Context: an optimization exercise on an open-source flow, tuned for small area. The choices shown serve that exercise and are no tape-out recipe. Function was checked by simulation only, so behaviour that the tests miss may differ from the original. Power is estimated from default activity; no workload was simulated.

==> flow/design.v (excerpt) <==
module conv_in_top (
	input  logic                        clk,
	input  logic                        rst_n,
	input  logic                        enable,
	input  logic [1:0]                  cmd,
	input  logic [32-1:0]  pixel_in,
	output logic [1:0]                  ack,
	output logic [8-1:0] rom_addr,
	output logic [(2 + 6 * 32)-1:0]        window
);
For scale: roughly 2,100 cells after synthesis, ~790 flip-flops.
Settings: LEC_CHECK=0, ABC_AREA=1, CAP_MARGIN=20, CORE_MARGIN=2, CORE_UTILIZATION=60, SLEW_MARGIN=20; clock period 5.0 ns.
standard.sh (not shown) runs the stock make flow with config.mk's settings and CLKGATE_MAP_FILE= SYNTH_SCRIPT=/design/flow/synth_recipe.tcl, a recipe that flattens the netlist after the stock synthesis.
==> flow/flow/run.sh <==
#!/bin/bash
# Standard ORFS layout with two changes: the port buffers are the smallest
# buffer cell, and clock tree synthesis clusters more sinks per buffer and
# adds no dummy loads. The make output goes to flow_make.log here; each ORFS
# step keeps its own log under orfs/logs/.
set -euo pipefail
bash standard.sh \
	"BUFFER_PORTS_ARGS=-buffer_cell sky130_fd_sc_hd__buf_1" \
	"CTS_ARGS=-sink_clustering_enable -repair_clock_nets -dont_use_dummy_load -buf_list sky130_fd_sc_hd__clkbuf_16 -sink_clustering_size 30 -sink_clustering_max_diameter 80" \
	finish > flow_make.log 2>&1
The starting point finished with timing, DRC and antenna clean.
Rerun with:
==> flow/flow/run.sh (replaced) <==
#!/bin/bash
# Standard ORFS layout with three changes: ABC maps for area only, the port
# buffers are the smallest buffer cell, and clock tree synthesis clusters
# more sinks per buffer and adds no dummy loads. The make output goes to
# flow_make.log here; each ORFS step keeps its own log under orfs/logs/.
set -euo pipefail
export FLOW_WORK=$PWD
export FLOW_ABC_SCRIPT=$PWD/flow/abc_min_area.script
bash standard.sh \
	"SYNTH_SCRIPT=$PWD/flow/synth_min_area.tcl" \
	"BUFFER_PORTS_ARGS=-buffer_cell sky130_fd_sc_hd__buf_1" \
	"CTS_ARGS=-sink_clustering_enable -repair_clock_nets -dont_use_dummy_load -buf_list sky130_fd_sc_hd__clkbuf_8 -sink_clustering_size 16 -sink_clustering_max_diameter 50" \
	finish > flow_make.log 2>&1
==> flow/flow/abc_min_area.script (new file) <==
strash
dch -f
amap
==> flow/flow/synth_min_area.tcl (new file) <==
# The standard synthesis (synth_recipe.tcl in the work folder), except that
# ABC maps the logic with flow/abc_min_area.script, an area-only mapping.
proc abc {args} {
  set i [lsearch -exact $args -script]
  if { $i >= 0 } {
    lset args [expr { $i + 1 }] $::env(FLOW_ABC_SCRIPT)
  }
  yosys abc {*}$args
}
source $::env(FLOW_WORK)/synth_recipe.tcl
--- a/flow/config.mk
+++ b/flow/config.mk
@@ -8 +7,0 @@
-export ABC_AREA = 1
@@ -11 +10 @@
-export CORE_UTILIZATION = 60
+export CORE_UTILIZATION = 85
- core utilization goes up by 28 points
- cell count goes down by 26%
- sequential power goes up by about 10%
- setup slack got worse by 0.61 ns
- register-to-register slack got worse by 0.88 ns
- via count goes down by 5.1%
- synthesized cell count goes down by 33%
- total power goes up by 20%
- design area goes down by 4.8%

---

The RTL this note starts from:
==> flow/design.v <==
`timescale 1ns/1ps
module conv_in_top (
	input  logic                        clk,
	input  logic                        rst_n,
	input  logic                        enable,
	input  logic [1:0]                  cmd,
	input  logic [32-1:0]  pixel_in,
	output logic [1:0]                  ack,
	output logic [8-1:0] rom_addr,
	output logic [(2 + 6 * 32)-1:0]        window
);
	localparam int PW = 32;
	localparam int NP = 3 * 8;
	localparam logic [1:0] M_IDLE = 2'd0;
	localparam logic [1:0] M_PRE = 2'd1;
	localparam logic [1:0] M_SHIFT = 2'd2;
	localparam logic [1:0] M_LOAD = 2'd3;
	logic [1:0] mode;
	logic [3:0] cnt;
	logic [2:0] row_ok;
	logic bias_q;
	logic [NP*PW-1:0] pix;
	logic idle;
	logic fetch;
	logic rotate;
	logic [2:0] show;
	assign idle = (mode == M_IDLE);
	assign fetch = (mode == M_PRE) || (mode == M_LOAD);
	assign rotate = (mode == M_SHIFT) && (cnt != 4'd0) && (cnt != 4'd9);
	always_ff @(posedge clk or negedge rst_n) begin
		if (!rst_n) begin
			mode <= M_IDLE;
			cnt <= '0;
			row_ok <= '0;
			bias_q <= 1'b0;
			ack <= 2'd0;
			rom_addr <= '0;
		end else if (enable) begin
			ack <= 2'd0;
			bias_q <= 1'b0;
			cnt <= cnt + 4'd1;
			case (mode)
				M_IDLE: begin
					cnt <= '0;
					case (cmd)
						2'd1: begin
							mode <= M_PRE;
							rom_addr <= '0;
							row_ok <= 3'b111;
						end
						2'd3: begin
							mode <= M_LOAD;
							row_ok <= {1'b1, row_ok[2:1]};
						end
						2'd2: mode <= M_SHIFT;
						default: ;
					endcase
				end
				M_PRE: begin
					rom_addr <= rom_addr + 1'b1;
					if (rom_addr == 8'd23) begin
						mode <= M_IDLE;
						ack <= 2'd1;
					end
				end
				M_LOAD: begin
					rom_addr <= rom_addr + 1'b1;
					if (cnt == 4'd7) begin
						mode <= M_IDLE;
						ack <= 2'd3;
					end
				end
				default: begin
					if (cnt == 4'd9) begin
						mode <= M_IDLE;
						ack <= 2'd2;
						bias_q <= 1'b1;
					end
				end
			endcase
		end
	end
	always_ff @(posedge clk) begin
		if (enable) begin
			for (int i = 0; i < NP; i++) begin
				if (i % 8 != 8 - 1) begin
					if (fetch || rotate) pix[i*PW +: PW] <= pix[(i+1)*PW +: PW];
				end else if (fetch) begin
					if (i == NP - 1) pix[i*PW +: PW] <= pixel_in;
					else if (i == 2*8 - 1) pix[i*PW +: PW] <= ~pix[(i+1)*PW +: PW];
					else pix[i*PW +: PW] <= pix[(i+1)*PW +: PW];
				end else if (rotate) begin
					pix[i*PW +: PW] <= pix[(i-8+1)*PW +: PW];
				end
			end
		end
	end
	assign show[0] = (mode == M_SHIFT) && (cnt >= 4'd1) && (cnt <= 4'd3) && row_ok[0];
	assign show[1] = (mode == M_SHIFT) && (cnt >= 4'd4) && (cnt <= 4'd6) && row_ok[1];
	assign show[2] = (mode == M_SHIFT) && (cnt >= 4'd7) && (cnt <= 4'd9) && row_ok[2];
	assign window[(2 + 6 * 32)-1] = (mode == M_SHIFT) && (cnt != 4'd0);
	assign window[(2 + 6 * 32)-2] = bias_q;
	for (genvar j = 0; j < 6; j++) begin : g_lane
		assign window[j*PW +: PW] = ({PW{bias_q}} & 32'h3F800000)
			| ({PW{show[0]}} & ~pix[(0*8 + j)*PW +: PW])
			| ({PW{show[1]}} & ~pix[(1*8 + (j + 5) % 8)*PW +: PW])
			| ({PW{show[2]}} & pix[(2*8 + (j + 2) % 8)*PW +: PW]);
	end
endmodule
clock: 5.0 ns
lec_check: 0
cap_margin: 20
core_margin: 2
core_utilization: 75
slew_margin: 20
==> flow/flow/run.sh <==
#!/bin/bash
# Standard ORFS layout with three changes: ABC maps for area only, the port
# buffers are the smallest buffer cell, and clock tree synthesis clusters
# more sinks per buffer and adds no dummy loads. The make output goes to
# flow_make.log here; each ORFS step keeps its own log under orfs/logs/.
set -euo pipefail
export FLOW_WORK=$PWD
export FLOW_ABC_SCRIPT=$PWD/flow/abc_min_area.script
bash standard.sh \
	"SYNTH_SCRIPT=$PWD/flow/synth_min_area.tcl" \
	"BUFFER_PORTS_ARGS=-buffer_cell sky130_fd_sc_hd__buf_1" \
	"CTS_ARGS=-sink_clustering_enable -repair_clock_nets -dont_use_dummy_load -buf_list {sky130_fd_sc_hd__clkbuf_4 sky130_fd_sc_hd__clkbuf_8} -sink_clustering_size 12 -sink_clustering_max_diameter 40" \
	finish > flow_make.log 2>&1
==> flow/flow/abc_min_area.script <==
strash
dch -f
amap
==> flow/flow/synth_min_area.tcl <==
# The standard synthesis (synth_recipe.tcl in the work folder), except that
# ABC maps the logic with flow/abc_min_area.script, an area-only mapping.
proc abc {args} {
  set i [lsearch -exact $args -script]
  if { $i >= 0 } {
    lset args [expr { $i + 1 }] $::env(FLOW_ABC_SCRIPT)
  }
  yosys abc {*}$args
}
source $::env(FLOW_WORK)/synth_recipe.tcl
Edit:
--- a/flow/flow/run.sh
+++ b/flow/flow/run.sh
@@ -10,4 +10,4 @@
 	"SYNTH_SCRIPT=$PWD/flow/synth_min_area.tcl" \
 	"BUFFER_PORTS_ARGS=-buffer_cell sky130_fd_sc_hd__buf_1" \
-	"CTS_ARGS=-sink_clustering_enable -repair_clock_nets -dont_use_dummy_load -buf_list {sky130_fd_sc_hd__clkbuf_4 sky130_fd_sc_hd__clkbuf_8} -sink_clustering_size 12 -sink_clustering_max_diameter 40" \
+	"CTS_ARGS=-sink_clustering_enable -repair_clock_nets -dont_use_dummy_load -buf_list sky130_fd_sc_hd__clkbuf_8" \
 	finish > flow_make.log 2>&1
Core utilization went up by 1.1 points.
Worst hold slack is worse by 0.025 ns.
Sequential share of layout area went down by 0.96 points.
Setup slack is worse by 0.056 ns.
Total power rises by 3.2%.
Synthesized cell count stays the same.
Edit:
--- a/flow/flow/run.sh
+++ b/flow/flow/run.sh
@@ -10,4 +10,4 @@
 	"SYNTH_SCRIPT=$PWD/flow/synth_min_area.tcl" \
 	"BUFFER_PORTS_ARGS=-buffer_cell sky130_fd_sc_hd__buf_1" \
-	"CTS_ARGS=-sink_clustering_enable -repair_clock_nets -dont_use_dummy_load -buf_list sky130_fd_sc_hd__clkbuf_8" \
+	"CTS_ARGS=-sink_clustering_enable -repair_clock_nets -dont_use_dummy_load -buf_list sky130_fd_sc_hd__clkbuf_4 -sink_clustering_size 11 -sink_clustering_max_diameter 38" \
 	finish > flow_make.log 2>&1
Power shrinks by 7.0%. Worst setup slack is worse by 0.095 ns. Sequential power stays flat. Hold slack is worse by 0.16 ns. Sequential share of layout area goes up by 2.1 points. Final cell count fell by 0.69%. Maximum frequency shrinks by about 2%.

==> afterwards: timing with drivers on the ports <==
In the flow no input, the clock included, has a driving cell. The finished layouts below were timed again as built, in two steps. Step 1 (the two cells are an assumption about what drives the block):
set clk [get_ports {clk}]
set_driving_cell -lib_cell sky130_fd_sc_hd__clkbuf_16 $clk
set_driving_cell -lib_cell sky130_fd_sc_hd__buf_2 [delete_from_list [all_inputs] $clk]
Step 2 also shifts input and output timing later by t, the mid clock arrival at the registers, as if the neighbouring blocks saw the same clock. Slacks: no drivers / after step 1 / after step 2; pairs: no drivers / after step 1.
run | t, ns | slack for setup (ns) | worst register clock-pin slew, ns | worst data-port slew with drivers (ns) | cell pins on the clock port's net
the first run of note 1 | 0.632 | 0.701 / 0.640 / 1.272 | 0.11 / 0.11 | 0.07 | 1
the second run of note 1 | 0.709 | 0.096 / 0.042 / 0.751 | 0.11 / 0.11 | 0.11 | 1
the first run of note 2 | 0.683 | 0.680 / 0.631 / 1.314 | 0.08 / 0.08 | 0.09 | 1
the second run of note 2 | 0.711 | 0.625 / 0.575 / 1.286 | 0.07 / 0.07 | 0.09 | 1
the third run of note 2 | 0.857 | 0.530 / 0.474 / 1.331 | 0.12 / 0.12 | 0.09 | 1
After both steps setup and hold are still met in every run listed.
